Source: an optimization exercise on an open RTL-to-GDS flow (aim: small area). Production flows keep margins and buffers that such runs may drop.
In this exercise RTL edits were held to simulation tests only and were not proved equivalent to the original.
No activity file was given, so power comes from the tool's default toggle rates. No driver is modelled on the clock port, so clocking that relies on it looks cheaper here than on a real chip.

==> flow/design.v (excerpt) <==
module cpu_top (
    input  logic        clk,
    input  logic        rst,
    output logic [31:0] imem_pc,
    input  logic [31:0] instruction,
    output logic [31:0] dmem_addr,
    output logic [31:0] dmem_wdata,
    output logic        dmem_write,
    output logic        dmem_read,
    input  logic [31:0] read_data
);
Settings: LEC_CHECK=0, CAP_MARGIN=20, CORE_MARGIN=2, CORE_UTILIZATION=40, SLEW_MARGIN=20; clock period 8.0 ns.
standard.sh (not shown) runs the stock make flow with config.mk's settings and CLKGATE_MAP_FILE= SYNTH_SCRIPT=/design/flow/synth_recipe.tcl, a recipe that flattens the netlist after the stock synthesis.
==> flow/flow/run.sh <==
#!/bin/bash
# Standard ORFS layout with smaller port buffers and a leaner clock tree.
export BUFFER_PORTS_ARGS="-buffer_cell sky130_fd_sc_hd__buf_1"
export CTS_ARGS="-sink_clustering_enable -repair_clock_nets -dont_use_dummy_load -sink_clustering_size 30 -buf_list sky130_fd_sc_hd__clkbuf_16"
bash standard.sh > standard.log 2>&1
The starting point produced a clean layout.
Next try:
==> flow/flow/run.sh (replaced) <==
#!/bin/bash
# The standard ORFS layout (standard.sh), with two changes:
#  - ports are buffered with buf_1 instead of the flow's default buffer cell;
#  - the clock tree clusters up to 30 flip-flops per clkbuf_16 within 120 um and
#    inserts no dummy loads.
# make's output goes to standard.log; each ORFS step logs under orfs/logs/.
set -euo pipefail
export BUFFER_PORTS_ARGS="-buffer_cell sky130_fd_sc_hd__buf_1"
export CTS_ARGS="-sink_clustering_enable -repair_clock_nets -dont_use_dummy_load -buf_list sky130_fd_sc_hd__clkbuf_16 -sink_clustering_size 30 -sink_clustering_max_diameter 120"
bash standard.sh > standard.log 2>&1
After rerunning: The new run ran to the end with no violations; non-clock buffer count is unchanged; routed wire length is lower by 1.9%; worst setup slack gets worse by 0.017 ns; first-iteration DRC count is higher by 11%; hold slack gets better by 0.038 ns.


build 23:
Another version of the RTL of cpu_top (not shown whole).
Size: ~1600 cells after synthesis, about 160 I/O pins, ~0.025 mm^2 of cells after synthesis.
==> flow/config.mk <==
export PLATFORM = sky130hd
export DESIGN_NAME = cpu_top
export DESIGN_NICKNAME = cpu_top
export VERILOG_FILES = /design/flow/design.v
export SDC_FILE = /design/flow/constraint.sdc
export NUM_CORES = 4
export LEC_CHECK = 0
export CAP_MARGIN = 20
export CORE_MARGIN = 2
export CORE_UTILIZATION = 40
export SLEW_MARGIN = 20
==> flow/constraint.sdc <==
create_clock -name core_clock -period 8.0 [get_ports {clk}]
set_input_delay 1.6000 -clock core_clock [delete_from_list [all_inputs] [get_ports {clk}]]
set_output_delay 1.6000 -clock core_clock [all_outputs]
set_load 0.01 [all_outputs]
==> flow/flow/run.sh <==
#!/bin/bash
# The standard ORFS layout (standard.sh), with three changes:
#  - synthesis is the standard flow's own script (synth_recipe.tcl, unchanged), except that
#    the ABC call that maps the combinational logic to cells uses an
#    area-oriented script (flow/abc_area_map.script: strash; dc2; dch; amap)
#    instead of ORFS's delay-oriented one. Registers are untouched by it;
#  - ports are buffered with buf_1 instead of the flow's default buffer cell;
#  - the clock tree clusters up to 35 flip-flops per clkbuf_16 within 100 um and
#    inserts no dummy loads.
# make's output goes to standard.log; each ORFS step logs under orfs/logs/.
set -euo pipefail
HERE=$(pwd)
export BUFFER_PORTS_ARGS="-buffer_cell sky130_fd_sc_hd__buf_1"
export CTS_ARGS="-sink_clustering_enable -repair_clock_nets -dont_use_dummy_load -buf_list sky130_fd_sc_hd__clkbuf_16 -sink_clustering_size 35 -sink_clustering_max_diameter 100"
cat > "$HERE/area_synth.tcl" <<EOT
proc abc {args} {
  set i [lsearch -exact \$args -script]
  if {\$i >= 0} { lset args [expr {\$i + 1}] $HERE/flow/abc_area_map.script }
  yosys abc {*}\$args
}
source $HERE/synth_recipe.tcl
EOT
sed "s#SYNTH_SCRIPT=[^ ]*#SYNTH_SCRIPT=$HERE/area_synth.tcl#" standard.sh > standard_area.sh
grep -q "SYNTH_SCRIPT=$HERE/area_synth.tcl" standard_area.sh
bash standard_area.sh > standard.log 2>&1
==> flow/flow/abc_area_map.script <==
strash
dc2
dch
amap
Build 23 finished every stage and its layout cleared the timing, design-rule and antenna checks.
What build 78 does differently from build 23 at the input level:
- swapping 40 for 60 in CORE_UTILIZATION
==> run notes <==
[build 78 vs build 23] total power density per cell area: higher in build 78
A launch point of the worst path of instruction[22] is what build 23 shows, while instruction[18] belongs to build 78.
A highest routed metal layer of met5 is what build 78 shows, while met4 belongs to build 23.
The run showing the smaller met3 layer usage reported by global route is build 23.
Changes observed in build 78 relative to build 23: minimum setup slack in the final design down 0.59 ns, total wire length after detailed routing down 6.8%, final area down 470 um^2, final-stage net count down 9.
Input-level comparison between build 64 and build 78:
- swapping 60 for 40 in CORE_UTILIZATION
==> flow/flow/run.sh <==
#!/bin/bash
# The standard ORFS layout (standard.sh), with two changes:
#  - ports are buffered with buf_1 instead of the flow's default buffer cell;
#  - the clock tree clusters up to 35 flip-flops per clkbuf_16 within 100 um and
#    inserts no dummy loads.
# make's output goes to standard.log; each ORFS step logs under orfs/logs/.
set -euo pipefail
export BUFFER_PORTS_ARGS="-buffer_cell sky130_fd_sc_hd__buf_1"
export CTS_ARGS="-sink_clustering_enable -repair_clock_nets -dont_use_dummy_load -buf_list sky130_fd_sc_hd__clkbuf_16 -sink_clustering_size 35 -sink_clustering_max_diameter 100"
bash standard.sh > standard.log 2>&1
removed: flow/flow/abc_area_map.script
Build 64 ended with every stage complete and zero timing, DRC or antenna violations.
Between build 78 and build 64, fmax is lower for build 78, build 64 comes in above that.
Higher average wire per standard cell among build 78 and build 64: build 78
Compared with build 78, build 64 shows a total leakage power that is 3.2% higher.

what the ideal ports hide:
The flow's constraints put no driver on any port. The routed layouts listed below were extracted and timed again, unchanged, in two steps. Step 1, drivers: a clkbuf_16 drives clk and a buf_2 each remaining input, both assumed. Step 2 also shifts input and output timing later by t, the mid clock arrival at the registers, as if the neighbouring blocks saw the same clock. a / b / c = no drivers / after step 1 / after step 2; a / b = the first two.
run | t (ns) | setup slack, ns | latest minus earliest clock arrival (ns)
the first run of note 1 | 0.651 | 2.818 / 2.792 / 2.141 | 0.088 / 0.088
the second run of note 1 | 0.619 | 2.802 / 2.775 / 2.155 | 0.065 / 0.065
build 23 | 0.617 | 1.671 / 1.620 / 1.620 | 0.080 / 0.079
build 78 | 0.617 | 1.085 / 0.985 / 0.985 | 0.044 / 0.043
build 64 | 0.613 | 1.830 / 1.790 / 1.790 | 0.071 / 0.071
After both steps setup and hold are still met in every run listed. For the first run of note 1, which loses most, drivers alone change the setup slack by -0.026 ns; drivers and shift together by -0.677 ns.
